What follows belongs to an exercise in optimizing a design on an open flow for small area, a short achievable clock period and few clock cycles per item; a production flow would make more cautious choices. The RTL was checked by simulation tests, not by an equivalence proof against the original design. No activity file was given, so power comes from the tool's default toggle rates.

==> flow/design.v (outline; a module is shown in full before it is edited, if it fits) <==
// module hls_pipe_mul: 1209 lines
// module hls_dot_kernel: 120 lines
module hls_dot_kernel (
  input  logic        clk,
  input  logic        reset,
  input  logic        start,
  input  logic [3:0]  len,
  input  logic        wr_en,
  input  logic        wr_sel,
  input  logic [2:0]  wr_addr,
  input  logic [31:0] wr_data,
  output logic        busy,
  output logic        finished,
  output logic [31:0] return_val
);
  // ...
==> flow/flow/run.sh <==
#!/bin/bash
# The standard layout (standard.sh) with two changes: buffer_ports buffers
# the ports with buf_4 cells instead of the delay buffer it picks by itself,
# and synthesis leaves full and half adders to abc (no ADDER_MAP_FILE) instead
# of mapping them to the slow fa/ha cells. Registers are untouched. make's
# whole output goes to flow_make.log; ORFS keeps each step's log in orfs/logs/.
set -euo pipefail
bash standard.sh "BUFFER_PORTS_ARGS=-buffer_cell sky130_fd_sc_hd__buf_4" "ADDER_MAP_FILE=" finish > flow_make.log 2>&1
==> flow/standard.sh <==
#!/bin/bash
# synth_recipe.tcl (not shown) runs the flow's synth.tcl, then flattens the netlist and writes it again
# the make line also repeats each setting of config.mk as NAME=value (left out here)
make -C /OpenROAD-flow-scripts/flow DESIGN_CONFIG=/design/flow/config.mk WORK_HOME=/design/flow/orfs CLKGATE_MAP_FILE= SYNTH_SCRIPT=/design/flow/synth_recipe.tcl "${@:-finish}"
==> flow/config.mk <==
export PLATFORM = sky130hd
export DESIGN_NAME = hls_dot_kernel
export DESIGN_NICKNAME = hls_dot_kernel
export VERILOG_FILES = /design/flow/design.v
export SDC_FILE = /design/flow/constraint.sdc
export NUM_CORES = 4
export LEC_CHECK = 0
export CAP_MARGIN = 20
export CORE_MARGIN = 2
export CORE_UTILIZATION = 40
export SETUP_SLACK_MARGIN = 4.6
export SLEW_MARGIN = 20
==> flow/constraint.sdc <==
create_clock -name core_clock -period 8.0 [get_ports {clk}]
set_input_delay 1.6000 -clock core_clock [delete_from_list [all_inputs] [get_ports {clk}]]
set_output_delay 1.6000 -clock core_clock [all_outputs]
set_load 0.01 [all_outputs]
==> impl_summary.log, run 1 <==
[metrics] status: complete, no violations
[metrics] non-clock buffer instance count of the final layout: 157
[metrics] Final Instance Count excl. Fillers: 4,529
[metrics] share of flip-flops with an asynchronous set or reset after synthesis: 0%
[metrics] number of setup violations in the final report: 0
[metrics] total of warnings raised by yosys: 2
[metrics] adder-cell share of the synthesized area: 4.428%
[metrics] Max power group: combinational cells
[metrics] highest clock rate: 0.2986 GHz
[metrics] cell class with the largest area share: sequential cells
[metrics] area share of the largest cell type after synthesis: 41.51%
[metrics] buffers added on ports: 77
[metrics] net switching power: 0.006737 W
[metrics] via count of the routed design: 24,871
[metrics] most common cell in the netlist: xnor2_1
[metrics] Worst path slowest cell: xor3_2
[metrics] hold path start: r_fb_mark
[metrics] core utilization of the finished layout: 46.12%
[metrics] Hold Slack: 0.4702 ns
[metrics] Top Family by Delay on Critical Path: XOR/XNOR gates
[metrics] beginning of the worst register-to-register path: r_two[3]
[metrics] Clock buffers and inverters, area share: 5.629%
[metrics] number of register bits inferred by synthesis: 744
[metrics] arrival time at the worst endpoint: 3.87 ns
[metrics] global routing met2 resource utilization: 32.67%
[metrics] vias in the first global route: 24,650
Testbench counts, summed over its fixed seeds: cycles 4,726, items 384.
==> run 2: changes to the inputs <==
--- a/flow/config.mk
+++ b/flow/config.mk
@@ -10,2 +10,4 @@
 export CORE_UTILIZATION = 40
+export CTS_CLUSTER_DIAMETER = 80
+export CTS_CLUSTER_SIZE = 24
 export SETUP_SLACK_MARGIN = 4.6
==> impl_summary.log, run 2 <==
[metrics] length of the first detailed-routing pass in iterations: 7
[metrics] largest area contributor in the synthesized netlist: edfxtp_1
[metrics] highest clock rate: 0.2968 GHz (-0.60%)
[metrics] area of the mapped netlist: 40,070 um2
[metrics] largest driver fanout on the critical path: 26
[metrics] arrival time at the worst endpoint: 3.85 ns (-0.02 ns)
[metrics] number of synthesized flops with an enable pin: 554
[metrics] largest registers in the final layout: r_mem_x (256), r_mem_y (256), u_mul.r_s (63)
[metrics] number of antenna violations at the first check in global routing: 3
[metrics] most common cell after layout, fill and taps aside: xnor2_1
[metrics] Hold Vio Cnt, Final: 0
[metrics] largest cells by area after synthesis: edfxtp_1, xnor2_1, dfxtp_1
[metrics] Iteration-0 DRC Markers: 1,958
[metrics] top-level port count: 78
[metrics] final setup TNS: 0 ns
[metrics] portion of the post-synthesis area used by sequential elements: 51.01%
[metrics] vias per cell: 5.510
[metrics] internal cell power: 0.01041 W
[metrics] buffer cell driving the clock tree root: clkbuf_16
[metrics] Rel. slew slack: 25.63%
[metrics] leak pwr: 14.59 nW
[metrics] Syn Nets: 3,156
[metrics] period utilization: 42.12%
[metrics] CTS clk-pin slew, worst paths: 0.10 ns
[metrics] Placed Instance Area: 42,330 um2
[metrics] via count of the routed design: 24,578 (-1.2%)
[metrics] number of placement rows: 116
[metrics] ratio of cells with drive above 1 in the final layout: 17.83%
[metrics] setup slack of the most critical reg-to-reg path: 4.63 ns
[metrics] path type of the worst setup path: reg2reg
[metrics] post-synthesis instance total: 3,112
[metrics] maximum number of pins on one net before global-route repair: 129
[metrics] worst slack at placement: 3.383 ns
[metrics] number of register bits inferred by synthesis: 744 (unchanged)
[metrics] Floorplan Core Area: 99,710 um2
[metrics] share of power burned in combinational logic: 55.3%
[metrics] DIE HEIGHT: 320.5 um
[metrics] largest buffer count on any clock path: 3
[metrics] area share of the largest cell type after synthesis: 41.51% (unchanged)
[metrics] TritonCTS sink count: 744
[metrics] setup slack of the critical path after layout: 4.630 ns
[metrics] average wire per standard cell: 23.04 um
[metrics] total global routing overflow: 0
[metrics] residual antenna-violating net count after detailed routing: 0
[metrics] vias in the first global route: 24,251 (-1.6%)
[metrics] number of remaining DRC errors: 0
[metrics] clock period minus final worst setup slack: 3.370 ns
[metrics] share of flip-flops with an asynchronous set or reset after synthesis: 0% (unchanged)
[metrics] setup repair after global routing missed its margin: yes
[metrics] kind of end point of the critical path: register
[metrics] total routing resource utilization after global routing: 19.38%
[metrics] final net count: 3,172
[metrics] number of levels in the clock H-tree: 2
[metrics] buffers added on ports: 77 (unchanged)
[metrics] worst voltage drop across the vdd grid: 225.9 uV
[metrics] clock network fraction of total power: 14.5%
[metrics] commonest cells after routing, fill and taps aside: xnor2_1, edfxtp_1, a22oi_1, maj3_1, nand2_1
[metrics] clock latency on the worst-skew pair: 0.63 ns
[metrics] count of max-cap constraint violations: 0
[metrics] Final Skew: 0.03726 ns
[metrics] commonest cells in the netlist: xnor2_1, edfxtp_1, a22oi_1
[metrics] CTS tree: done
[metrics] Hold WC Path Type: reg2reg
[metrics] DP Wirelength: 63,030 um
[metrics] die area: 102,700 um2
[metrics] number of setup violations in the final report: 0 (unchanged)
[metrics] number of antenna repair diodes: 0
[metrics] pwr dens: 377.7 nW/um2
[metrics] most common cell in the netlist: xnor2_1
[metrics] post-synth cell types: 66
[metrics] starting density of the core: 40.19%
[metrics] status: complete, no violations
[metrics] net switching power: 0.006541 W (-2.9%)
[metrics] wire length of the first global-routing pass: 152,400 um
[metrics] total of warnings raised by yosys: 2 (unchanged)
[metrics] placer congestion estimate: 0.7849
[metrics] WP data required: 8.48 ns
[metrics] P&R area growth vs syn: 11.97%
[metrics] switching part of the total: 38.60%
[metrics] Layout Cell Area excl Fill: 44,870 um2
[metrics] share of total power in sequential cells: 30.2%
[metrics] Die Width: 320.5 um
[metrics] max-slew violation total from the final report: 0
[metrics] measured slew at the worst slew-check pin: 1.113 ns
[metrics] routed wire length: 102,800 um
[metrics] type of element launching the critical path: register
[metrics] number of buffers added by the clock tree synthesis step: 43
[metrics] flip-flop cell with the highest count after synthesis: edfxtp_1
[metrics] mean instance size in the synthesized netlist: 12.88 um2
[run 2: critical path, stage by stage (launching register included)]
cell and delay, ns:
dfxtp_1 0.37, buf_8 0.31, xor2_1 0.25, xor3_2 0.53, xnor2_2 0.17, xnor2_2 0.21, xnor3_2 0.32, maj3_2 0.35
xnor2_2 0.14, xnor2_1 0.16, maj3_1 0.37
[run 2: stage by stage]
step	hold slack, ns	util, %	power [W]	std cells
after floorplan	0.3258	-	0.01243	3112
after global placement	0.4433	42.45	0.01398	4354
after detailed placement	0.4597	42.45	0.01408	4354
after CTS	0.4817	44.36	0.01676	4444
after global routing	0.4990	45.00	0.01812	4461
final	0.4780	45.00	0.01695	4461
[run 2: cell families after synthesis]
group | count (synthesis) | share of synthesized area, %
XOR/XNOR | 796 | 19.00
flip-flops | 744 | 51.01
AO/OA/AOI/OAI | 525 | 8.983
AND/OR/NAND/NOR | 428 | 4.896
buffers and inverters | 233 | 2.307
multiplexers | 209 | 9.380
adder cells (fa/ha/maj) | 177 | 4.428
[run 2: power by group through the flow]
stage               Clock (W)  Sequential [W]  Combinational, W
CTS                   0.00254         0.00510           0.00913
floorplan                   0         0.00501           0.00742
detailed placement          0         0.00518           0.00890
global route          0.00265         0.00516            0.0103
finish                0.00246         0.00512           0.00937
global placement            0         0.00517           0.00880
[run 2: metal layers]
metal  wire length [um]  part of all wire (%)  track usage [%]
met5                 45                 0.044                0
met4               2292                   2.2            4.789
met3               5772                   5.6            2.639
met2              49020                    48            32.33
met1              45630                    44            26.69
[run 2: cell type report]
class                           count  area [um2]
Fill cell                        8908       54840
Multi-Input combinational cell   2135       19430
Timing Repair Buffer              161        1714
Inverter                           43       161.4
Sequential cell                   744       20520
Clock buffer                       61        1165
Tap cell                         1298        1624
Clock inverter                     19       252.7
[run 2: worst paths after layout]
| check | end | startpoint | cells past startpoint |
|---|---|---|---|
| setup / recovery | u_mul.r_s[61] | r_neg[3] | 10 |
| hold / removal | r_lat | r_fb_mark | 2 |
| setup reg to reg | u_mul.r_s[61] | r_neg[3] | 10 |
| hold reg to reg | r_lat | r_fb_mark | 2 |
[run 2: what timing repair did]
action	4_1_cts	5_1_grt
setup buffers	6	9
hold buffers	0	0
setup endpoints to repair	88	60
cloned	4	8
gates resized for setup	91	90
pin swaps	14	26
==> module hls_dot_kernel, before the edit <==
module hls_dot_kernel (
  input  logic        clk,
  input  logic        reset,
  input  logic        start,
  input  logic [3:0]  len,
  input  logic        wr_en,
  input  logic        wr_sel,
  input  logic [2:0]  wr_addr,
  input  logic [31:0] wr_data,
  output logic        busy,
  output logic        finished,
  output logic [31:0] return_val
);
  logic [31:0] r_mem_x [8];
  logic [31:0] r_mem_y [8];
  logic        r_busy, r_fin;
  logic [31:0] r_ret;
  logic [7:0]  r_fl;
  logic        r_dirty;
  logic        r_fb_run, r_fb_mark;
  logic [2:0]  r_fb_cnt, r_fb_last;
  logic        r_sh_vld;
  logic [2:0]  r_sh_addr;
  logic [31:0] r_a, r_acc;
  logic [15:0] r_neg, r_one, r_two;    
  logic        r_clr1;                 
  logic        r_lat;                  
  logic        w_idle, w_acc_st, w_acc_wr, w_fast, w_fb_st, w_mark, w_mul_y;
  logic [3:0]  w_len_c;
  logic [7:0]  w_mask;
  logic [2:0]  w_raddr;
  logic [31:0] w_b, w_p;
  logic [32:0] w_bx;
  assign w_idle   = !r_busy;
  assign w_acc_st = start && !reset && w_idle;
  assign w_acc_wr = wr_en && !reset && w_idle;
  assign w_len_c  = (len > 4'd8) ? 4'd8 : len;
  assign w_mask   = 8'((9'd1 << w_len_c) - 9'd1);
  assign w_fast   = (w_len_c != 4'd0) && !r_dirty && (r_fl == w_mask) && !wr_en;
  assign w_fb_st  = w_acc_st && !w_fast;
  assign w_mark = (w_acc_st && w_fast) || r_fb_mark;
  always_ff @(posedge clk) begin
    if (w_acc_wr) begin
      if (wr_sel) r_mem_y[wr_addr] <= wr_data;
      else        r_mem_x[wr_addr] <= wr_data;
    end
  end
  assign w_raddr = r_fb_run ? r_fb_cnt : wr_addr;
  assign w_mul_y = r_fb_run ? !(r_sh_vld && r_sh_addr == r_fb_cnt)
                            : (w_acc_st && w_acc_wr && {1'b0, wr_addr} < w_len_c);
  assign w_b  = w_mul_y ? r_mem_y[w_raddr] : ((w_acc_wr && wr_sel && !w_acc_st) ? wr_data : 32'd0);
  assign w_bx = {w_b, 1'b0};
  always_ff @(posedge clk) begin
    r_a <= r_mem_x[w_raddr];
    for (int r = 0; r < 16; r++) begin
      r_neg[r] <= w_bx[2*r+2];
      r_one[r] <= w_bx[2*r+1] ^ w_bx[2*r];
      r_two[r] <= (w_bx[2*r+2] && !w_bx[2*r+1] && !w_bx[2*r]) ||
                  (!w_bx[2*r+2] && w_bx[2*r+1] && w_bx[2*r]);
    end
    r_clr1 <= w_acc_st || r_fb_mark;
  end
  hls_pipe_mul u_mul (
    .clk  (clk),
    .i_a  (r_a),
    .i_neg(r_neg),
    .i_one(r_one),
    .i_two(r_two),
    .i_acc(r_acc),
    .o_p  (w_p)
  );
  always_ff @(posedge clk) r_acc <= r_clr1 ? 32'd0 : w_p;
  always_ff @(posedge clk) begin
    if (r_lat) r_ret <= w_p;
  end
  always_ff @(posedge clk) begin
    if (reset) begin
      r_busy    <= 1'b0;
      r_fin     <= 1'b0;
      r_lat     <= 1'b0;
      r_fb_run  <= 1'b0;
      r_fb_mark <= 1'b0;
      r_dirty   <= 1'b1;
      r_fl      <= 8'd0;
    end else begin
      r_lat     <= w_mark;
      if (w_acc_st) begin
        r_busy <= 1'b1;
        r_fin  <= 1'b0;
      end else if (r_lat) begin
        r_busy <= 1'b0;
        r_fin  <= 1'b1;
      end
      if (w_acc_st) begin
        r_fb_run  <= !w_fast && (w_len_c != 4'd0);
        r_fb_mark <= !w_fast && (w_len_c == 4'd0);
        r_fb_last <= 3'(w_len_c - 4'd1);
        r_fb_cnt  <= 3'd0;
        r_sh_vld  <= w_acc_wr;
        r_sh_addr <= wr_addr;
      end else begin
        r_fb_mark <= r_fb_run && (r_fb_cnt == r_fb_last);
        if (r_fb_run) begin
          if (r_fb_cnt == r_fb_last) r_fb_run <= 1'b0;
          r_fb_cnt <= r_fb_cnt + 3'd1;
        end
      end
      if (w_acc_st) begin
        r_dirty <= 1'b0;
        r_fl    <= 8'd0;
      end else if (w_acc_wr) begin
        if (r_fl[wr_addr]) r_dirty <= 1'b1;
        if (wr_sel) r_fl[wr_addr] <= 1'b1;
      end
    end
  end
  assign busy       = r_busy;
  assign finished   = r_fin;
  assign return_val = r_ret;
endmodule
==> run 3: changes to the inputs <==
--- a/flow/design.v
+++ b/flow/design.v
@@ -1240,3 +1240,3 @@
   logic        r_lat;                  
-  logic        w_idle, w_acc_st, w_acc_wr, w_fast, w_fb_st, w_mark, w_mul_y;
+  logic        w_idle, w_acc_st, w_acc_wr, w_fast, w_mark, w_mul_y;
   logic [3:0]  w_len_c;
@@ -1252,3 +1252,2 @@
   assign w_fast   = (w_len_c != 4'd0) && !r_dirty && (r_fl == w_mask) && !wr_en;
-  assign w_fb_st  = w_acc_st && !w_fast;
   assign w_mark = (w_acc_st && w_fast) || r_fb_mark;
--- a/flow/config.mk
+++ b/flow/config.mk
@@ -9,3 +9,3 @@
 export CORE_MARGIN = 2
-export CORE_UTILIZATION = 40
+export CORE_UTILIZATION = 50
 export CTS_CLUSTER_DIAMETER = 80
==> impl_summary.log, run 3 <==
[metrics] leak pwr: 14.76 nW (+1.2%)
[metrics] number of hold buffers added after cts: 0 (unchanged)
[metrics] TritonCTS sink count: 744 (unchanged)
[metrics] highest clock rate: 0.2973 GHz (+0.19%)
[metrics] Iteration-0 DRC Markers: 2,439 (+25%)
[metrics] placer congestion estimate: 0.8251 (+5.1%)
[metrics] maximum number of pins on one net before global-route repair: 87 (-33%)
[metrics] total global routing overflow: 0 (unchanged)
[metrics] CTS clk-pin slew, worst paths: 0.10 ns (about the same)
[metrics] buffers added on ports: 77 (unchanged)
[metrics] number of antenna repair diodes: 0 (unchanged)
[metrics] area of the mapped netlist: 40,070 um2 (unchanged)
[metrics] Layout Cell Area excl Fill: 44,900 um2 (about the same)
[metrics] length of the first detailed-routing pass in iterations: 6 (-1)
[metrics] status: complete, no violations
[metrics] die area: 82,420 um2 (-20%)
[metrics] vias in the first global route: 24,613 (+1.5%)
[metrics] period utilization: 42.04% (-0.078 points)
[metrics] final setup TNS: 0 ns (unchanged)
[metrics] DP Wirelength: 63,400 um (+0.60%)
[metrics] CTS tree: done
[metrics] buffer cell driving the clock tree root: clkbuf_16
[metrics] pwr dens: 383.5 nW/um2 (+1.5%)
[metrics] P&R area growth vs syn: 12.04% (about the same)
[metrics] ratio of cells with drive above 1 in the final layout: 18.60% (+0.77 points)
[metrics] total of warnings raised by yosys: 2 (unchanged)
[metrics] commonest cells after routing, fill and taps aside: xnor2_1, edfxtp_1, a22oi_1, maj3_1, nand2_1
[metrics] DIE HEIGHT: 287.1 um (-10%)
[metrics] portion of the post-synthesis area used by sequential elements: 51.01% (unchanged)
[metrics] via count of the routed design: 25,302 (+2.9%)
[metrics] worst slack at placement: 3.438 ns (+0.05456 ns)
[metrics] Syn Nets: 3,156 (unchanged)
[metrics] launching element of the worst setup path: r_two[5]
[metrics] starting density of the core: 50.64% (+10 points)
[metrics] setup slack of the critical path after layout: 4.636 ns (+0.006250 ns)
[metrics] Final Instance Count excl. Fillers: 4,243 (-4.9%)
[metrics] post-synth cell types: 66 (unchanged)
[metrics] number of synthesized flops with an enable pin: 554 (unchanged)
[metrics] Hold WC Path Type: reg2reg
[metrics] total routing resource utilization after global routing: 24.51% (+5.1 points)
[metrics] number of antenna violations at the first check in global routing: 0 (-3)
[metrics] fill cell instance count of the final layout: 6,456 (-28%)
[metrics] number of cells in the design after placement: 4,107 (-5.7%)
[metrics] average wire per standard cell: 24.47 um (+6.2%)
[metrics] largest registers in the final layout: r_mem_x (256), r_mem_y (256), u_mul.r_s (63)
[metrics] flip-flop cell with the highest count after synthesis: edfxtp_1
[metrics] core utilization of the finished layout: 56.74% (+12 points)
[metrics] number of register bits inferred by synthesis: 744 (unchanged)
[metrics] largest cells by area after synthesis: edfxtp_1, xnor2_1, dfxtp_1
[metrics] hold path start: r_fin
[metrics] number of setup violations in the final report: 0 (unchanged)
[metrics] number of buffers added by the clock tree synthesis step: 42 (-2.3%)
[metrics] beginning of the worst register-to-register path: r_two[5]
[metrics] Final Skew: 0.02437 ns (-0.01290 ns)
[metrics] Hold Vio Cnt, Final: 0 (unchanged)
[metrics] routed wire length: 103,800 um (+1.0%)
[metrics] Rel. slew slack: 29.28% (+3.6 points)
[metrics] max-slew violation total from the final report: 0 (unchanged)
[metrics] vias per cell: 5.963 (+8.2%)
[metrics] area share of the largest cell type after synthesis: 41.51% (unchanged)
[metrics] share of flip-flops with an asynchronous set or reset after synthesis: 0% (unchanged)
[metrics] Die Width: 287.1 um (-10%)
[metrics] largest buffer count on any clock path: 3 (unchanged)
[metrics] number of remaining DRC errors: 0 (unchanged)
[metrics] measured slew at the worst slew-check pin: 1.054 ns (-0.05860 ns)
[metrics] wire length of the first global-routing pass: 153,400 um (+0.65%)
[metrics] worst voltage drop across the vdd grid: 305.3 uV (+35%)
[metrics] type of element launching the critical path: register
[metrics] mean instance size in the synthesized netlist: 12.88 um2 (unchanged)
[metrics] top-level port count: 78 (unchanged)
[metrics] number of levels in the clock H-tree: 2 (unchanged)
[metrics] WP data required: 8.50 ns (+0.02 ns)
[metrics] count of max-cap constraint violations: 0 (unchanged)
[metrics] residual antenna-violating net count after detailed routing: 0 (unchanged)
[metrics] most common cell in the netlist: xnor2_1
[metrics] arrival time at the worst endpoint: 3.86 ns (about the same)
[metrics] clock latency on the worst-skew pair: 0.63 ns (about the same)
[metrics] commonest cells in the netlist: xnor2_1, edfxtp_1, a22oi_1
[metrics] clock period minus final worst setup slack: 3.364 ns (-0.006250 ns)
[metrics] largest driver fanout on the critical path: 11 (-58%)
[metrics] Floorplan Core Area: 79,130 um2 (-21%)
[metrics] number of placement rows: 103 (-11%)
[metrics] path type of the worst setup path: reg2reg
[metrics] largest area contributor in the synthesized netlist: edfxtp_1
[metrics] final net count: 3,203 (+0.98%)
[metrics] kind of end point of the critical path: register
[metrics] setup repair after global routing missed its margin: yes
[metrics] most common cell after layout, fill and taps aside: xnor2_1
[metrics] Placed Instance Area: 42,030 um2 (-0.71%)
[metrics] post-synthesis instance total: 3,112 (unchanged)
-- run 3: worst paths after layout --
kind	cells after the start	slack [ns]	end
hold / removal	1	0.48	r_fin
setup reg to reg	13	4.64	u_mul.r_s[61]
setup / recovery	13	4.64	u_mul.r_s[61]
hold reg to reg	1	0.48	r_fin
-- run 3: logic make-up (layout without fill, tap and decap cells) --
family / after synthesis / after routing / share of synthesized area (%)
AOI/OAI and AO/OA: 525 / 525 / 8.983
xor gates and xnor gates: 796 / 796 / 19.00
adders and majority gates: 177 / 177 / 4.428
buffers and inverters: 233 / 314 / 2.307
DFF: 744 / 744 / 51.01
muxes: 209 / 209 / 9.380
and+or+nand+nor: 428 / 428 / 4.896
-- run 3: final cells by class --
type / instances / area (um2) / area share, %
Sequential cell: 744 / 20540 / 45.76
Multi-Input combinational cell: 2135 / 19410 / 43.24
Timing Repair Buffer: 193 / 2036 / 4.534
Tap cell: 1050 / 1314 / 2.926
Clock buffer: 62 / 1147 / 2.556
Clock inverter: 16 / 279.0 / 0.6215
Inverter: 43 / 161.4 / 0.3595
-- run 3: what timing repair did --
item / CTS / global route
resized for setup: 88 / 112
setup endpoints to repair: 98 / 76
cloned: 4 / 9
endpoints found under the hold margin: 0 / 0
pin swaps: 13 / 42
buffers inserted: 9 / 36
-- run 3: layer usage --
metal	part of all wire (%)	vias to the layer above	track usage (%)
li1	-	11538	-
met1	43	12761	33.78
met2	48	840	40.66
met3	6.5	163	3.246
met4	2.8	0	7.122
met5	0	-	0
-- run 3: report_power, final --
group	leakage [nW]	switching, W	internal (W)
Combinational	7.49	0.00493	0.00471
Sequential	6.59	0.000382	0.00473
Clock	0.682	0.00133	0.00112
Total	14.8	0.00665	0.0106
-- run 3: stage by stage --
step,hold WS (ns),power [W]
finish,0.4755,0.01722
global route,0.5058,0.01839
CTS,0.4773,0.01691
detailed placement,0.4550,0.01413
global placement,0.4540,0.01395
floorplan,0.3258,0.01243
-- run 3: critical path, cell delays in order, from the launching register on --
cell and delay (ns):
dfxtp_4 0.37, buf_12 0.15, a22oi_2 0.19, xnor2_1 0.17
xnor3_2 0.51, buf_4 0.16, xor3_2 0.32, buf_4 0.12
nand2b_1 0.05, a21o_1 0.21, maj3_2 0.35, xnor2_2 0.21
xnor2_2 0.11, maj3_2 0.31
Testbench counts of run 3, summed over its fixed seeds: cycles 4,726, items 384.
==> run 4: changes to the inputs <==
--- a/flow/config.mk
+++ b/flow/config.mk
@@ -9,3 +9,3 @@
 export CORE_MARGIN = 2
-export CORE_UTILIZATION = 50
+export CORE_UTILIZATION = 40
 export CTS_CLUSTER_DIAMETER = 80
@@ -14 +14,2 @@
 export SLEW_MARGIN = 20
+export TNS_END_PERCENT = 20
==> impl_summary.log, run 4 <==
[metrics] TritonCTS sink count: 744 (unchanged)
[metrics] area of the mapped netlist: 40,070 um2 (unchanged)
[metrics] largest registers in the final layout: r_mem_x (256), r_mem_y (256), u_mul.r_s (63)
[metrics] pwr dens: 379.0 nW/um2 (-1.2%)
[metrics] worst voltage drop across the vdd grid: 264.5 uV (-13%)
[metrics] DIE HEIGHT: 320.5 um (+12%)
[metrics] Final Skew: 0.04075 ns (+0.01639 ns)
[metrics] number of levels in the clock H-tree: 2 (unchanged)
[metrics] final setup TNS: 0 ns (unchanged)
[metrics] portion of the post-synthesis area used by sequential elements: 51.01% (unchanged)
[metrics] switching part of the total: 38.36% (-0.24 points)
[metrics] Layout Cell Area excl Fill: 44,950 um2 (+0.11%)
[metrics] commonest cells after routing, fill and taps aside: xnor2_1, edfxtp_1, a22oi_1, maj3_1, nand2_1
[metrics] core utilization of the finished layout: 45.08% (-12 points)
[metrics] total global routing overflow: 0 (unchanged)
[metrics] type of element launching the critical path: register
[metrics] P&R area growth vs syn: 12.16%
[metrics] measured slew at the worst slew-check pin: 0.9503 ns (-0.1040 ns)
[metrics] number of setup violations in the final report: 0 (unchanged)
[metrics] total of warnings raised by yosys: 2 (unchanged)
[metrics] mean instance size in the synthesized netlist: 12.88 um2 (unchanged)
[metrics] length of the first detailed-routing pass in iterations: 6 (unchanged)
[metrics] clock network fraction of total power: 14.6% (+0.3 points)
[metrics] Placed Instance Area: 42,320 um2 (+0.69%)
[metrics] number of antenna violations at the first check in global routing: 3 (+3)
[metrics] Syn Nets: 3,156 (unchanged)
[metrics] placer congestion estimate: 0.7870 (-4.6%)
[metrics] kind of end point of the critical path: register
[metrics] worst hold path cell count: 1 (unchanged)
[metrics] DP Wirelength: 63,320 um (-0.13%)
[metrics] largest cells by area after synthesis: edfxtp_1, xnor2_1, dfxtp_1
[metrics] Hold Vio Cnt, Final: 0 (unchanged)
[metrics] share of total power in sequential cells: 30.0% (+0.3 points)
[metrics] average wire per standard cell: 22.19 um (-9.3%)
[metrics] post-synth cell types: 66 (unchanged)
[metrics] ratio of cells with drive above 1 in the final layout: 17.78% (-0.82 points)
[metrics] net switching power: 0.006535 W (-1.7%)
[metrics] maximum number of pins on one net before global-route repair: 129 (+48%)
[metrics] buffer cell driving the clock tree root: clkbuf_16
[metrics] arrival time at the worst endpoint: 3.70 ns (-0.16 ns)
[metrics] leak pwr: 14.63 nW (-0.91%)
[metrics] CTS tree: done
[metrics] clock period minus final worst setup slack: 3.349 ns (-0.01476 ns)
[metrics] Die Width: 320.5 um (+12%)
[metrics] number of cell instances on the worst register-to-register path: 10 (-3)
[metrics] starting density of the core: 40.19% (-10 points)
[metrics] commonest cells in the netlist: xnor2_1, edfxtp_1, a22oi_1
[metrics] number of register bits inferred by synthesis: 744 (unchanged)
[metrics] post-synthesis instance total: 3,112 (unchanged)
[metrics] number of placement rows: 116 (+13%)
[metrics] vias per cell: 5.460 (-8.4%)
[metrics] routed wire length: 99,210 um (-4.5%)
[metrics] flip-flop cell with the highest count after synthesis: edfxtp_1
[metrics] path type of the worst setup path: reg2reg
[metrics] most common cell in the netlist: xnor2_1
[metrics] max-slew violation total from the final report: 0 (unchanged)
[metrics] final net count: 3,180 (-0.72%)
[metrics] number of antenna repair diodes: 0 (unchanged)
[metrics] residual antenna-violating net count after detailed routing: 0 (unchanged)
[metrics] clock latency on the worst-skew pair: 0.64 ns (about the same)
[metrics] share of flip-flops with an asynchronous set or reset after synthesis: 0% (unchanged)
[metrics] largest buffer count on any clock path: 3 (unchanged)
[metrics] most common cell after layout, fill and taps aside: xnor2_1
[metrics] via count of the routed design: 24,405 (-3.5%)
[metrics] fill cell instance count of the final layout: 8,827 (+37%)
[metrics] wire length of the first global-routing pass: 149,900 um (-2.2%)
[metrics] largest area contributor in the synthesized netlist: edfxtp_1
[metrics] setup repair after global routing missed its margin: yes
[metrics] area share of the largest cell type after synthesis: 41.51% (unchanged)
[metrics] CTS clk-pin slew, worst paths: 0.09 ns (about the same)
[metrics] Hold WC Path Type: reg2reg
[metrics] largest driver fanout on the critical path: 5 (-6)
[metrics] status: complete, no violations
[metrics] Rel. slew slack: 36.58% (+7.3 points)
[metrics] number of remaining DRC errors: 0 (unchanged)
[metrics] share of power burned in combinational logic: 55.4% (-0.6 points)
[metrics] WP data required: 8.35 ns (-0.15 ns)
[metrics] internal cell power: 0.01050 W (-0.66%)
[metrics] buffers added on ports: 77 (unchanged)
[metrics] Iteration-0 DRC Markers: 1,923 (-21%)
[metrics] period utilization: 41.86% (-0.18 points)
[metrics] total routing resource utilization after global routing: 18.98% (-5.5 points)
[metrics] highest clock rate: 0.2986 GHz (+0.44%)
[metrics] number of buffers added by the clock tree synthesis step: 44 (+4.8%)
[metrics] die area: 102,700 um2 (+25%)
[metrics] count of max-cap constraint violations: 0 (unchanged)
[metrics] vias in the first global route: 23,761 (-3.5%)
[metrics] top-level port count: 78 (unchanged)
[metrics] Floorplan Core Area: 99,710 um2 (+26%)
[metrics] number of synthesized flops with an enable pin: 554 (unchanged)
run 4: cell count changes in the layout (fill, tap and decap cells not counted), sizes merged:
cell and change:
a21boi +1, buf -28, bufinv -1, clkbuf +3
clkinv -1, clkinvlp +2, inv +3
run 4: layout make-up:
type	count	area (um2)	area share, %
clock buffers	63	1194	2.656
clock inverters	19	267.8	0.5957
inverters	43	161.4	0.3591
multi-input cells	2136	19400	43.17
flip-flops and latches	744	20510	45.63
well taps	1298	1624	3.613
repair buffers	167	1784	3.970
run 4: routing by layer:
metal | vias to the layer above | share of wire [%] | global-route usage, %
li1 | 11488 | - | -
met4 | 6 | 1.8 | 3.944
met5 | - | 0.038 | 0
met1 | 12180 | 45 | 26.91
met3 | 104 | 5.3 | 2.324
met2 | 627 | 48 | 31.33
run 4: worst paths after layout:
| kind | startpoint | end | slack [ns] |
|---|---|---|---|
| hold reg to reg | r_fin | r_fin | 0.47 |
| hold / removal | r_fin | r_fin | 0.47 |
| setup reg to reg | u_mul.r_s[20] | r_ret[30] | 4.65 |
| setup / recovery | u_mul.r_s[20] | r_ret[30] | 4.65 |
run 4: worst max-delay path, stage by stage (launching register included):
cell      delay, ns
dfxtp_1        0.37
xor3_1         0.56
and2_1         0.19
maj3_1         0.36
o21ai_0        0.40
o21a_1         0.29
a21o_4         0.18
a41oi_4        0.17
a211oi_2       0.31
or3_4          0.18
nand2_1        0.06
run 4: kinds of logic (layout without fill, tap and decap cells):
| kind of cell | after synthesis | count (layout) | share of synthesized area, % |
|---|---|---|---|
| xor gates and xnor gates | 796 | 796 | 19.00 |
| DFF | 744 | 744 | 51.01 |
| AOI/OAI and AO/OA | 525 | 526 | 8.983 |
| muxes | 209 | 209 | 9.380 |
| buffers and inverters | 233 | 292 | 2.307 |
| and+or+nand+nor | 428 | 428 | 4.896 |
| adders and majority gates | 177 | 177 | 4.428 |
run 4: repair_timing:
item | 4_1_cts | 5_1_grt
pin swaps | 18 | 39
hold buffers | 0 | 0
gates cloned | 5 | 6
buffers inserted | 7 | 13
gates resized for setup | 90 | 99
setup endpoints to repair | 99 | 66
run 4: power groups by stage:
| stage | clock network [W] | registers (W) | logic, W |
|---|---|---|---|
| 6_report | 0.00249 | 0.00510 | 0.00944 |
| 5_1_grt | 0.00269 | 0.00515 | 0.0104 |
| 4_1_cts | 0.00256 | 0.00508 | 0.00917 |
| 3_5_place_dp | 0 | 0.00516 | 0.00891 |
| 3_3_place_gp | 0 | 0.00516 | 0.00880 |
| 2_1_floorplan | 0 | 0.00501 | 0.00742 |
run 4: metrics by stage:
stage                     hold slack [ns]  worst slack, ns  power (W)  std cells
after CTS                          0.4786            4.522    0.01682       4451
after floorplan                    0.3258            4.437    0.01242       3112
final                              0.4746            4.651    0.01704       4470
after global placement             0.4491            3.097    0.01396       4357
after detailed placement           0.4571            3.011    0.01407       4357
after global routing               0.5097            4.507    0.01826       4470
==> run 5: changes to the inputs <==
--- a/flow/config.mk
+++ b/flow/config.mk
@@ -14,2 +14,2 @@
 export SLEW_MARGIN = 20
-export TNS_END_PERCENT = 20
+export TNS_END_PERCENT = 50
==> impl_summary.log, run 5 <==
[metrics] Die Width: 320.5 um (unchanged)
[metrics] Hold Vio Cnt, Final: 0 (unchanged)
[metrics] residual antenna-violating net count after detailed routing: 0 (unchanged)
[metrics] number of setup violations in the final report: 0 (unchanged)
[metrics] period utilization: 41.76% (-0.10 points)
[metrics] Final Skew: 0.01845 ns (-0.02231 ns)
[metrics] ratio of cells with drive above 1 in the final layout: 17.89% (+0.11 points)
[metrics] Syn Nets: 3,156 (unchanged)
[metrics] setup repair after global routing missed its margin: yes
[metrics] Hold Slack: 0.4751 ns (+0.0005600 ns)
[metrics] final setup TNS: 0 ns (unchanged)
[metrics] flip-flop cell with the highest count after synthesis: edfxtp_1
[metrics] Rel. slew slack: 27.96% (-8.6 points)
[metrics] vias per cell: 5.475 (+0.27%)
[metrics] number of levels in the clock H-tree: 2 (unchanged)
[metrics] Floorplan Core Area: 99,710 um2 (unchanged)
[metrics] number of buffers added by the clock tree synthesis step: 43 (-2.3%)
[metrics] vias in the first global route: 23,826 (+0.27%)
[metrics] clock period minus final worst setup slack: 3.340 ns (-0.008320 ns)
[metrics] most common cell after layout, fill and taps aside: xnor2_1
[metrics] Seq. cell area: 20,520 um2 (about the same)
[metrics] largest registers in the final layout: r_mem_x (256), r_mem_y (256), u_mul.r_s (63)
[metrics] combined area of the multi-input logic cells: 19,350 um2 (-0.25%)
[metrics] P&R area growth vs syn: 11.97%
[metrics] number of placement rows: 116 (unchanged)
[metrics] max-slew violation total from the final report: 0 (unchanged)
[metrics] largest area contributor in the synthesized netlist: edfxtp_1
[metrics] largest cells by area after synthesis: edfxtp_1, xnor2_1, dfxtp_1
[metrics] portion of the post-synthesis area used by sequential elements: 51.01% (unchanged)
[metrics] Hold WC Path Type: reg2reg
[metrics] status: complete, no violations
[metrics] kind of end point of the critical path: register
[metrics] total global routing overflow: 0 (unchanged)
[metrics] number of register bits inferred by synthesis: 744 (unchanged)
[metrics] share of flip-flops with an asynchronous set or reset after synthesis: 0% (unchanged)
[metrics] highest clock rate: 0.2994 GHz (+0.25%)
[metrics] buffer cell driving the clock tree root: clkbuf_16
[metrics] mean instance size in the synthesized netlist: 12.88 um2 (unchanged)
[metrics] via count of the routed design: 24,461 (+0.23%)
[metrics] largest buffer count on any clock path: 3 (unchanged)
[metrics] commonest cells after routing, fill and taps aside: xnor2_1, edfxtp_1, a22oi_1, maj3_1, nand2_1
[metrics] total routing resource utilization after global routing: 19.00% (about the same)
[metrics] commonest cells in the netlist: xnor2_1, edfxtp_1, a22oi_1
[metrics] top-level port count: 78 (unchanged)
[metrics] arrival time at the worst endpoint: 3.87 ns (+0.17 ns)
[metrics] routed wire length: 100,200 um (+1.0%)
[metrics] leak pwr: 14.59 nW (-0.27%)
[metrics] placer congestion estimate: 0.7937 (+0.85%)
[metrics] path type of the worst setup path: reg2reg
[metrics] post-synthesis instance total: 3,112 (unchanged)
[metrics] die area: 102,700 um2 (unchanged)
[metrics] number of synthesized flops with an enable pin: 554 (unchanged)
[metrics] maximum number of pins on one net before global-route repair: 129 (unchanged)
[metrics] DIE HEIGHT: 320.5 um (unchanged)
[metrics] area share of the largest cell type after synthesis: 41.51% (unchanged)
[metrics] CTS tree: done
[metrics] Iteration-0 DRC Markers: 2,124 (+10%)
[metrics] worst voltage drop across the vdd grid: 395.7 uV (+50%)
[metrics] DP Wirelength: 63,070 um (-0.39%)
[metrics] wire length of the first global-routing pass: 149,700 um (-0.19%)
[metrics] post-synth cell types: 66 (unchanged)
[metrics] number of antenna violations at the first check in global routing: 4 (+1)
[metrics] measured slew at the worst slew-check pin: 1.078 ns (+0.1278 ns)
[metrics] final net count: 3,178 (-0.063%)
[metrics] count of max-cap constraint violations: 0 (unchanged)
[metrics] average wire per standard cell: 22.43 um (+1.1%)
[metrics] type of element launching the critical path: register
[metrics] length of the first detailed-routing pass in iterations: 5 (-1)
[metrics] pwr dens: 380.3 nW/um2 (+0.34%)
[metrics] starting density of the core: 40.19% (unchanged)
[metrics] buffers added on ports: 77 (unchanged)
[metrics] CTS clk-pin slew, worst paths: 0.09 ns (about the same)
[metrics] clock latency on the worst-skew pair: 0.63 ns (about the same)
[metrics] WP data required: 8.53 ns (+0.18 ns)
[metrics] TritonCTS sink count: 744 (unchanged)
[metrics] area of the mapped netlist: 40,070 um2 (unchanged)
[metrics] total of warnings raised by yosys: 2 (unchanged)
[metrics] number of remaining DRC errors: 0 (unchanged)
[metrics] fill cell instance count of the final layout: 8,858 (+0.35%)
[metrics] most common cell in the netlist: xnor2_1
[metrics] largest driver fanout on the critical path: 3 (-2)
## run 5: repair_timing
action | 4_1_cts | 5_1_grt
resized for setup | 76 | 109
endpoints found under the setup margin | 72 | 67
cloned | 3 | 7
pin swaps | 10 | 29
hold endpoints to repair | 0 | 0
hold buffers | 0 | 0
setup buffers | 6 | 15
## run 5: cell type report
type                            count  area share (%)
Antenna cell                        1        0.005577
Clock buffer                       61           2.644
Clock inverter                     19          0.6051
Inverter                           43          0.3597
Multi-Input combinational cell   2135           43.14
Sequential cell                   744           45.74
Tap cell                         1298           3.620
Timing Repair Buffer              167           3.893
## run 5: through the flow
step	std cells	instance area, um2	util, %	power, W	setup slack, ns
floorplan	3112	40670	-	0.01243	4.515
global placement	4356	42340	42.46	0.01396	3.658
detailed placement	4356	42340	42.46	0.01407	3.587
CTS	4445	44200	44.32	0.01674	4.532
global route	4467	44870	45.00	0.01826	4.567
finish	4468	44870	45.00	0.01707	4.660
## run 5: kinds of logic (layout without fill, tap and decap cells)
logic type	count (synthesis)	after routing	synth area share, %
multiplexers	209	209	9.380
XOR/XNOR	796	796	19.00
adder cells (fa/ha/maj)	177	177	4.428
AND/OR/NAND/NOR	428	428	4.896
flip-flops	744	744	51.01
other	0	1	0
AO/OA/AOI/OAI	525	525	8.983
buffers and inverters	233	290	2.307
## run 5: worst max-delay path: stages, from the launching register on
cell and delay [ns]:
dfxtp_2 0.35, xnor3_2 0.43, or3_1 0.35, a21o_1 0.20, a21oi_1 0.37, o2111ai_2 0.31
a31oi_2 0.43, a211oi_2 0.10, maj3_1 0.38, xnor2_1 0.14, and2_1 0.17
## run 5: routing by layer
metal	up-vias	track usage, %	part of all wire, %
li1	11483	-	-
met1	12180	26.71	45
met2	669	31.15	47
met3	125	2.393	5.5
met4	4	4.841	2.2
met5	-	0	0.026
## run 5: path summary, 6_finish.rpt
| kind | to | slack [ns] | cells after the start | from |
|---|---|---|---|---|
| max | r_acc[25] | 4.66 | 10 | u_mul.r_s[24] |
| min | r_lat | 0.48 | 2 | r_fb_mark |
| max reg2reg | r_acc[25] | 4.66 | 10 | u_mul.r_s[24] |
| min reg2reg | r_lat | 0.48 | 2 | r_fb_mark |
## run 5: report_power, final
group | leakage [nW] | internal (W) | switching, W
clock network | 0.697 | 0.00114 | 0.00137
registers | 6.58 | 0.00473 | 0.000374
logic | 7.31 | 0.00462 | 0.00483
==> run 6: changes to the inputs <==
--- a/flow/config.mk
+++ b/flow/config.mk
@@ -14,2 +14 @@
 export SLEW_MARGIN = 20
-export TNS_END_PERCENT = 50
==> impl_summary.log, run 6 <==
[metrics] status: complete, no violations
[metrics] number of antenna repair diodes: 0 (-1)
[metrics] routed wire length: 102,800 um (+2.5%)
[metrics] number of antenna violations at the first check in global routing: 3 (-1)
[metrics] most common cell after layout, fill and taps aside: xnor2_1
[metrics] DP Wirelength: 63,030 um (about the same)
[metrics] measured slew at the worst slew-check pin: 1.113 ns (+0.03476 ns)
[metrics] flip-flop cell with the highest count after synthesis: edfxtp_1
[metrics] number of levels in the clock H-tree: 2 (unchanged)
[metrics] total global routing overflow: 0 (unchanged)
[metrics] setup repair after global routing missed its margin: yes
[metrics] largest cells by area after synthesis: edfxtp_1, xnor2_1, dfxtp_1
[metrics] post-synth cell types: 66 (unchanged)
[metrics] share of synthesized cell area in and, or, nand and nor gates: 4.896% (unchanged)
[metrics] WP data required: 8.48 ns (-0.05 ns)
[metrics] average wire per standard cell: 23.04 um (+2.7%)
[metrics] commonest cells after routing, fill and taps aside: xnor2_1, edfxtp_1, a22oi_1, maj3_1, nand2_1
[metrics] Hold Vio Cnt, Final: 0 (unchanged)
[metrics] portion of the post-synthesis area used by sequential elements: 51.01% (unchanged)
[metrics] post-synthesis compound-gate area fraction: 8.983% (unchanged)
[metrics] pwr dens: 377.7 nW/um2 (-0.70%)
[metrics] clock period minus final worst setup slack: 3.370 ns (+0.02933 ns)
[metrics] combinational family with the most area after synthesis: XOR/XNOR gates
[metrics] commonest cells in the netlist: xnor2_1, edfxtp_1, a22oi_1
[metrics] launching element of the worst setup path: r_neg[3]
[metrics] ratio of cells with drive above 1 in the final layout: 17.83% (-0.061 points)
[metrics] P&R area growth vs syn: 11.97% (unchanged)
[metrics] combined area of the multi-input logic cells: 19,430 um2 (+0.40%)
[metrics] highest clock rate: 0.2968 GHz (-0.87%)
[metrics] maximum number of pins on one net before global-route repair: 129 (unchanged)
[metrics] hold path start: r_fb_mark
[metrics] Hold WC Path Type: reg2reg
[metrics] number of setup violations in the final report: 0 (unchanged)
[metrics] DIE HEIGHT: 320.5 um (unchanged)
[metrics] max-slew violation total from the final report: 0 (unchanged)
[metrics] area share of the largest cell type after synthesis: 41.51% (unchanged)
[metrics] buffers added on ports: 77 (unchanged)
[metrics] Seq. cell area: 20,520 um2 (about the same)
[metrics] number of placement rows: 116 (unchanged)
[metrics] fill cell instance count of the final layout: 8,908 (+0.56%)
[metrics] share of cell area taken by muxes after synthesis: 9.380% (unchanged)
[metrics] type of element launching the critical path: register
[metrics] area of the mapped netlist: 40,070 um2 (unchanged)
[metrics] CTS clk-pin slew, worst paths: 0.10 ns (about the same)
[metrics] residual antenna-violating net count after detailed routing: 0 (unchanged)
[metrics] share of the synthesized netlist area taken by xor and xnor gates: 19.00% (unchanged)
[metrics] largest driver fanout on the critical path: 26 (+23)
[metrics] Floorplan Core Area: 99,710 um2 (unchanged)
[metrics] number of hold buffers added after cts: 0 (unchanged)
[metrics] worst voltage drop across the vdd grid: 225.9 uV (-43%)
[metrics] total routing resource utilization after global routing: 19.38% (+0.38 points)
[metrics] path type of the worst setup path: reg2reg
[metrics] length of the first detailed-routing pass in iterations: 7 (+2)
[metrics] Die Width: 320.5 um (unchanged)
[metrics] Syn Nets: 3,156 (unchanged)
[metrics] largest buffer count on any clock path: 3 (unchanged)
[metrics] leak pwr: 14.59 nW (about the same)
[metrics] mean instance size in the synthesized netlist: 12.88 um2 (unchanged)
[metrics] arrival time at the worst endpoint: 3.85 ns (-0.02 ns)
[metrics] final net count: 3,172 (-0.19%)
[metrics] number of remaining DRC errors: 0 (unchanged)
[metrics] most common cell in the netlist: xnor2_1
[metrics] kind of end point of the critical path: register
[metrics] number of synthesized flops with an enable pin: 554 (unchanged)
[metrics] vias in the first global route: 24,251 (+1.8%)
[metrics] number of buffers added by the clock tree synthesis step: 43 (unchanged)
[metrics] largest registers in the final layout: r_mem_x (256), r_mem_y (256), u_mul.r_s (63)
[metrics] clock latency on the worst-skew pair: 0.63 ns (about the same)
[metrics] TritonCTS sink count: 744 (unchanged)
[metrics] Rel. slew slack: 25.63% (-2.3 points)
[metrics] period utilization: 42.12% (+0.37 points)
[metrics] placer congestion estimate: 0.7849 (-1.1%)
[metrics] adder-cell share of the synthesized area: 4.428% (unchanged)
[metrics] beginning of the worst register-to-register path: r_neg[3]
[metrics] number of register bits inferred by synthesis: 744 (unchanged)
[metrics] largest area contributor in the synthesized netlist: edfxtp_1
[metrics] CTS tree: done
[metrics] Final Skew: 0.03726 ns (+0.01882 ns)
[metrics] final setup TNS: 0 ns (unchanged)
[metrics] wire length of the first global-routing pass: 152,400 um (+1.8%)
[metrics] via count of the routed design: 24,578 (+0.48%)
[metrics] vias per cell: 5.510 (+0.64%)
[metrics] Iteration-0 DRC Markers: 1,958 (-7.8%)
[metrics] buffer cell driving the clock tree root: clkbuf_16
[metrics] starting density of the core: 40.19% (unchanged)
[metrics] share of flip-flops with an asynchronous set or reset after synthesis: 0% (unchanged)
[metrics] Total Power: 0.01695 W (-0.70%)
[metrics] total of warnings raised by yosys: 2 (unchanged)
[metrics] count of max-cap constraint violations: 0 (unchanged)
[metrics] die area: 102,700 um2 (unchanged)
[metrics] Hold Slack: 0.4780 ns (+0.002836 ns)
[metrics] top-level port count: 78 (unchanged)
[metrics] post-synthesis instance total: 3,112 (unchanged)
run 6: cell count changes in the layout (fill, tap and decap cells not counted), moves of 5 or more:
cell | before | now
xnor3_2 | 8 | 3
xnor3_1 | 19 | 24
buf_6 | 13 | 6
a22oi_2 | 4 | 9
buf_8 | 2 | 7
a22oi_1 | 256 | 251
run 6: metrics by stage:
step	area [um2]	setup slack [ns]	util [%]	instances
5_1_grt	44870	4.524	45.00	4461
3_5_place_dp	42330	3.383	42.45	4354
2_1_floorplan	40710	4.515	-	3112
3_3_place_gp	42330	3.375	42.45	4354
4_1_cts	44230	4.583	44.36	4444
6_report	44870	4.630	45.00	4461
run 6: area by class of cell:
class	count	area share [%]
clock buffers	61	2.596
clock inverters	19	0.5633
repair buffers	161	3.820
well taps	1298	3.620
multi-input cells	2135	43.31
flip-flops and latches	744	45.73
inverters	43	0.3597
run 6: critical path, cell delays in order (launching register included):
cell	delay [ns]
dfxtp_1	0.37
buf_8	0.31
xor2_1	0.25
xor3_2	0.53
xnor2_2	0.17
xnor2_2	0.21
xnor3_2	0.32
maj3_2	0.35
xnor2_2	0.14
xnor2_1	0.16
maj3_1	0.37
run 6: cells by family after synthesis:
logic type | after synthesis
AO/OA/AOI/OAI | 525
multiplexers | 209
flip-flops | 744
AND/OR/NAND/NOR | 428
XOR/XNOR | 796
adder cells (fa/ha/maj) | 177
buffers and inverters | 233
run 6: worst paths after layout:
path | end | slack (ns) | depth (start not counted)
max | u_mul.r_s[61] | 4.63 | 10
min | r_lat | 0.48 | 2
max reg2reg | u_mul.r_s[61] | 4.63 | 10
min reg2reg | r_lat | 0.48 | 2
run 6: power by group:
group	internal, W	switching, W	leakage (nW)	total [W]
combinational	0.00456	0.00481	7.34	0.00937
clock	0.00111	0.00135	0.670	0.00246
sequential	0.00473	0.000389	6.58	0.00512
run 6: per-layer routing:
layer / vias to the layer above / GRT usage, % / routed length (um)
met5: - / 0 / 45
met4: 6 / 4.789 / 2292
met3: 136 / 2.639 / 5772
met2: 702 / 32.33 / 49020
met1: 12266 / 26.69 / 45630
li1: 11468 / - / -
run 6: what timing repair did:
action | CTS | global route
setup buffers | 6 | 9
cloned | 4 | 8
pin swaps | 14 | 26
setup endpoints to repair | 88 | 60
gates resized for setup | 91 | 90
==> run 7: changes to the inputs <==
--- a/flow/design.v
+++ b/flow/design.v
@@ -1240,3 +1240,3 @@
   logic        r_lat;                  
-  logic        w_idle, w_acc_st, w_acc_wr, w_fast, w_mark, w_mul_y;
+  logic        w_idle, w_acc_st, w_acc_wr, w_fast, w_fb_st, w_mark, w_mul_y;
   logic [3:0]  w_len_c;
@@ -1252,2 +1252,3 @@
   assign w_fast   = (w_len_c != 4'd0) && !r_dirty && (r_fl == w_mask) && !wr_en;
+  assign w_fb_st  = w_acc_st && !w_fast;
   assign w_mark = (w_acc_st && w_fast) || r_fb_mark;
==> flow/run.sh (new file) <==
#!/bin/bash
# synth_recipe.tcl (not shown) runs the flow's synth.tcl, then flattens the netlist and writes it again
# the make line also repeats each setting of config.mk as NAME=value (left out here)
make -C /OpenROAD-flow-scripts/flow DESIGN_CONFIG=/design/flow/config.mk WORK_HOME=/design/flow/orfs CLKGATE_MAP_FILE= SYNTH_SCRIPT=/design/flow/synth_recipe.tcl finish
--- a/flow/config.mk
+++ b/flow/config.mk
@@ -10,4 +10,2 @@
 export CORE_UTILIZATION = 40
-export CTS_CLUSTER_DIAMETER = 80
-export CTS_CLUSTER_SIZE = 24
 export SETUP_SLACK_MARGIN = 4.6
removed: flow/flow/run.sh
removed: flow/standard.sh
==> impl_summary.log, run 7 <==
[metrics] TritonCTS sink count: 744 (unchanged)
[metrics] number of antenna repair diodes: 0 (unchanged)
[metrics] post-synth cell types: 60 (-9.1%)
[metrics] number of levels in the clock H-tree: 3 (+1)
[metrics] number of setup violations in the final report: 0 (unchanged)
[metrics] DIE HEIGHT: 315.0 um (-1.7%)
[metrics] top-level port count: 78 (unchanged)
[metrics] Hold Vio Cnt, Final: 0 (unchanged)
[metrics] largest registers in the final layout: r_mem_x (256), r_mem_y (256), u_mul.r_s (63)
[metrics] P&R area growth vs syn: 17.46%
[metrics] average wire per standard cell: 24.31 um (+5.5%)
[metrics] Hold Slack: 0.4787 ns (+0.0007030 ns)
[metrics] status: complete, no violations
[metrics] number of antenna violations at the first check in global routing: 1 (-2)
[metrics] buffers added on ports: 77 (unchanged)
[metrics] type of element launching the critical path: register
[metrics] DP Wirelength: 60,120 um (-4.6%)
[metrics] final setup TNS: 0 ns (unchanged)
[metrics] clock period minus final worst setup slack: 4.186 ns (+0.8164 ns)
[metrics] vias in the first global route: 24,217 (-0.14%)
[metrics] commonest cells after routing, fill and taps aside: edfxtp_1, xnor2_1, a22oi_1, inv_1, fa_1
[metrics] highest clock rate: 0.2389 GHz (-20%)
[metrics] number of register bits inferred by synthesis: 744 (unchanged)
[metrics] pwr dens: 372.5 nW/um2 (-1.4%)
[metrics] placer congestion estimate: 0.8920 (+14%)
[metrics] period utilization: 52.33% (+10 points)
[metrics] worst slack at placement: 2.679 ns (-0.7044 ns)
[metrics] CTS clk-pin slew, worst paths: 0.07 ns (-0.03 ns)
[metrics] busiest grt layer: met2
[metrics] Syn Nets: 3,043 (-3.6%)
[metrics] ratio of cells with drive above 1 in the final layout: 23.40% (+5.6 points)
[metrics] fill cell instance count of the final layout: 8,228 (-7.6%)
[metrics] area of the mapped netlist: 38,690 um2 (-3.4%)
[metrics] path type of the worst setup path: reg2reg
[metrics] maximum number of pins on one net before global-route repair: 65 (-50%)
[metrics] number of hold buffers added after cts: 0 (unchanged)
[metrics] wire length of the first global-routing pass: 152,000 um (-0.26%)
[metrics] vias per cell: 5.509 (about the same)
[metrics] Floorplan Core Area: 96,280 um2 (-3.4%)
[metrics] max-slew violation total from the final report: 0 (unchanged)
[metrics] number of buffers added by the clock tree synthesis step: 80 (+86%)
[metrics] kind of end point of the critical path: register
[metrics] number of placement rows: 114 (-1.7%)
[metrics] largest buffer count on any clock path: 3 (unchanged)
[metrics] portion of the post-synthesis area used by sequential elements: 52.83% (+1.8 points)
[metrics] setup slack of the critical path after layout: 3.814 ns (-0.8164 ns)
[metrics] total routing resource utilization after global routing: 20.33% (+0.96 points)
[metrics] commonest cells in the netlist: edfxtp_1, a22oi_1, xnor2_1
[metrics] via count of the routed design: 22,801 (-7.2%)
[metrics] CTS tree: done
[metrics] count of max-cap constraint violations: 0 (unchanged)
[metrics] routed wire length: 100,600 um (-2.1%)
[metrics] Die Width: 315.0 um (-1.7%)
[metrics] Hold WC Path Type: reg2reg
[metrics] most common cell in the netlist: edfxtp_1
[metrics] area share of the largest cell type after synthesis: 43.00% (+1.5 points)
[metrics] Layout Cell Area excl Fill: 45,450 um2 (+1.3%)
[metrics] post-synthesis instance total: 2,709 (-13%)
[metrics] die area: 99,230 um2 (-3.4%)
[metrics] mean instance size in the synthesized netlist: 14.28 um2 (+11%)
[metrics] Iteration-0 DRC Markers: 2,228 (+14%)
[metrics] Placed Instance Area: 41,110 um2 (-2.9%)
[metrics] most common cell after layout, fill and taps aside: edfxtp_1
[metrics] largest area contributor in the synthesized netlist: edfxtp_1
[metrics] clock latency on the worst-skew pair: 0.64 ns (about the same)
[metrics] share of flip-flops with an asynchronous set or reset after synthesis: 0% (unchanged)
[metrics] starting density of the core: 40.19% (about the same)
[metrics] buffer cell driving the clock tree root: clkbuf_16
[metrics] flip-flop cell with the highest count after synthesis: edfxtp_1
[metrics] worst voltage drop across the vdd grid: 207.8 uV (-8.0%)
[metrics] length of the first detailed-routing pass in iterations: 5 (-2)
[metrics] number of synthesized flops with an enable pin: 554 (unchanged)
[metrics] largest cells by area after synthesis: edfxtp_1, fa_1, dfxtp_1
[metrics] setup repair after global routing missed its margin: yes
[metrics] Total Power: 0.01693 W (-0.11%)
[metrics] measured slew at the worst slew-check pin: 0.8821 ns (-0.2307 ns)
[metrics] largest driver fanout on the critical path: 19 (-27%)
[metrics] final net count: 3,130 (-1.3%)
[metrics] arrival time at the worst endpoint: 4.74 ns (+0.89 ns)
[metrics] Rel. slew slack: 41.19% (+16 points)
[metrics] leak pwr: 15.82 nW (+8.5%)
[metrics] Final Skew: 0.03085 ns (-0.006412 ns)
[metrics] met3 routing resource usage after global routing: 3.519% (+0.88 points)
[metrics] total of warnings raised by yosys: 2 (unchanged)
[metrics] WP data required: 8.56 ns (+0.08 ns)
[metrics] met1 Use GR: 27.28% (+0.59 points)
[metrics] number of remaining DRC errors: 0 (unchanged)
[metrics] total global routing overflow: 0 (unchanged)
[metrics] residual antenna-violating net count after detailed routing: 0 (unchanged)
[metrics] global routing met2 resource utilization: 33.71% (+1.4 points)
run 7: changes by cell type after synthesis, moves of 31 or more:
| cell | delta |
|---|---|
| nor2_1 | -31 |
| fa_1 | +216 |
| ha_1 | +74 |
| inv_1 | +163 |
| maj3_1 | -175 |
| and2_1 | -44 |
| xnor2_1 | -366 |
| mux2_2 | +41 |
| o21ai_0 | -39 |
| nand2_1 | -64 |
run 7: cell type report:
class	instances	area (um2)	area share (%)
Multi-Input combinational cell	1565	17440	38.37
Tap cell	1276	1597	3.513
Clock buffer	111	2252	4.956
Sequential cell	744	20540	45.19
Inverter	211	809.5	1.781
Clock inverter	38	346.6	0.7626
Timing Repair Buffer	194	2467	5.429
run 7: path summary, 6_finish.rpt:
kind                   end  startpoint  cells past startpoint  slack [ns]
max          u_mul.r_s[62]     r_a[13]                     15        3.81
min                  r_fin       r_fin                      2        0.48
max reg2reg  u_mul.r_s[62]     r_a[13]                     15        3.81
min reg2reg          r_fin       r_fin                      2        0.48
run 7: per-stage QoR:
stage | utilization [%] | std cells
after global routing | 47.20 | 4139
final | 47.20 | 4139
after floorplan | - | 2709
after detailed placement | 42.70 | 3931
after CTS | 46.81 | 4127
after global placement | 42.70 | 3931
run 7: metal layers:
layer | wire, um | vias to the layer above
met1 | 42270 | 11832
met5 | 13 | -
li1 | - | 9940
met3 | 6514 | 183
met2 | 49090 | 844
met4 | 2711 | 2
run 7: timing repair:
item | CTS | global route
setup buffers | 33 | 11
resized for setup | 206 | 102
endpoints found under the setup margin | 300 | 388
endpoints found under the hold margin | 0 | 0
pin swaps | 53 | 42
gates cloned | 14 | 1
run 7: cells by family (layout without fill, tap and decap cells):
logic type	after synthesis	in the layout	share of synthesized area (%)
buffers and inverters	400	554	4.159
XOR/XNOR	362	362	8.195
flip-flops	744	744	52.83
multiplexers	245	245	10.78
AO/OA/AOI/OAI	404	404	7.357
AND/OR/NAND/NOR	264	264	3.114
adder cells (fa/ha/maj)	290	290	13.57
run 7: power by group:
group	total [W]	internal, W	switching [W]
combinational	0.00824	0.00365	0.00459
clock	0.00362	0.00208	0.00154
sequential	0.00506	0.00477	0.000289
total	0.0169	0.0105	0.00642
run 7: critical path, cell delays in order, from the launching register on:
cell and delay [ns]:
dfxtp_1 0.47, buf_8 0.25, a22oi_1 0.11, xor2_1 0.19, fa_1 0.53, fa_1 0.46
fa_1 0.51, inv_1 0.05, fa_1 0.39, xnor2_1 0.21, xnor2_1 0.16, xnor2_1 0.15
xnor2_1 0.16, xnor2_1 0.16, xnor2_1 0.15, xnor2_1 0.16
Testbench counts of run 7, summed over its fixed seeds: cycles 4,726, items 384.

==> re-timing with driven ports <==
No port has a modelled driver above. Below, the same layouts with a new extraction and two added sets of constraints. Step 1 (the two cells are an assumption about what drives the block):
set clk [get_ports {clk}]
set_driving_cell -lib_cell sky130_fd_sc_hd__clkbuf_16 $clk
set_driving_cell -lib_cell sky130_fd_sc_hd__buf_2 [delete_from_list [all_inputs] $clk]
Step 2 adds t to the input delays and takes it off the output delays; t is the mean of the earliest and latest rising clock arrival at the registers after step 1. Input paths then give back, and output paths get back, about the clock's delay inside the block. Slacks: ideal ports / drivers / drivers and shift; pairs: ideal ports / drivers.
run	t (ns)	setup slack, ns	hold slack, ns	worst setup path after step 2	clock arrival spread, ns
run 1	0.710	4.651 / 4.651 / 4.052	0.470 / 0.470 / 0.470	input to register	0.027 / 0.027
run 2	0.682	4.630 / 4.630 / 4.042	0.478 / 0.478 / 0.478	input to register	0.038 / 0.038
run 3	0.684	4.636 / 4.636 / 4.064	0.476 / 0.476 / 0.476	input to register	0.026 / 0.026
run 4	0.686	4.651 / 4.651 / 4.053	0.475 / 0.475 / 0.475	input to register	0.045 / 0.045
run 5	0.690	4.660 / 4.660 / 4.074	0.475 / 0.475 / 0.475	input to register	0.019 / 0.019
run 6	0.682	4.630 / 4.630 / 4.042	0.478 / 0.478 / 0.478	input to register	0.038 / 0.038
run 7	0.694	3.814 / 3.814 / 3.814	0.479 / 0.479 / 0.479	register to register	0.033 / 0.032
After both steps setup and hold are still met in every run listed. The setup slack of run 1, which loses most, moves by 0.000 ns with the drivers and by -0.599 ns with both steps.
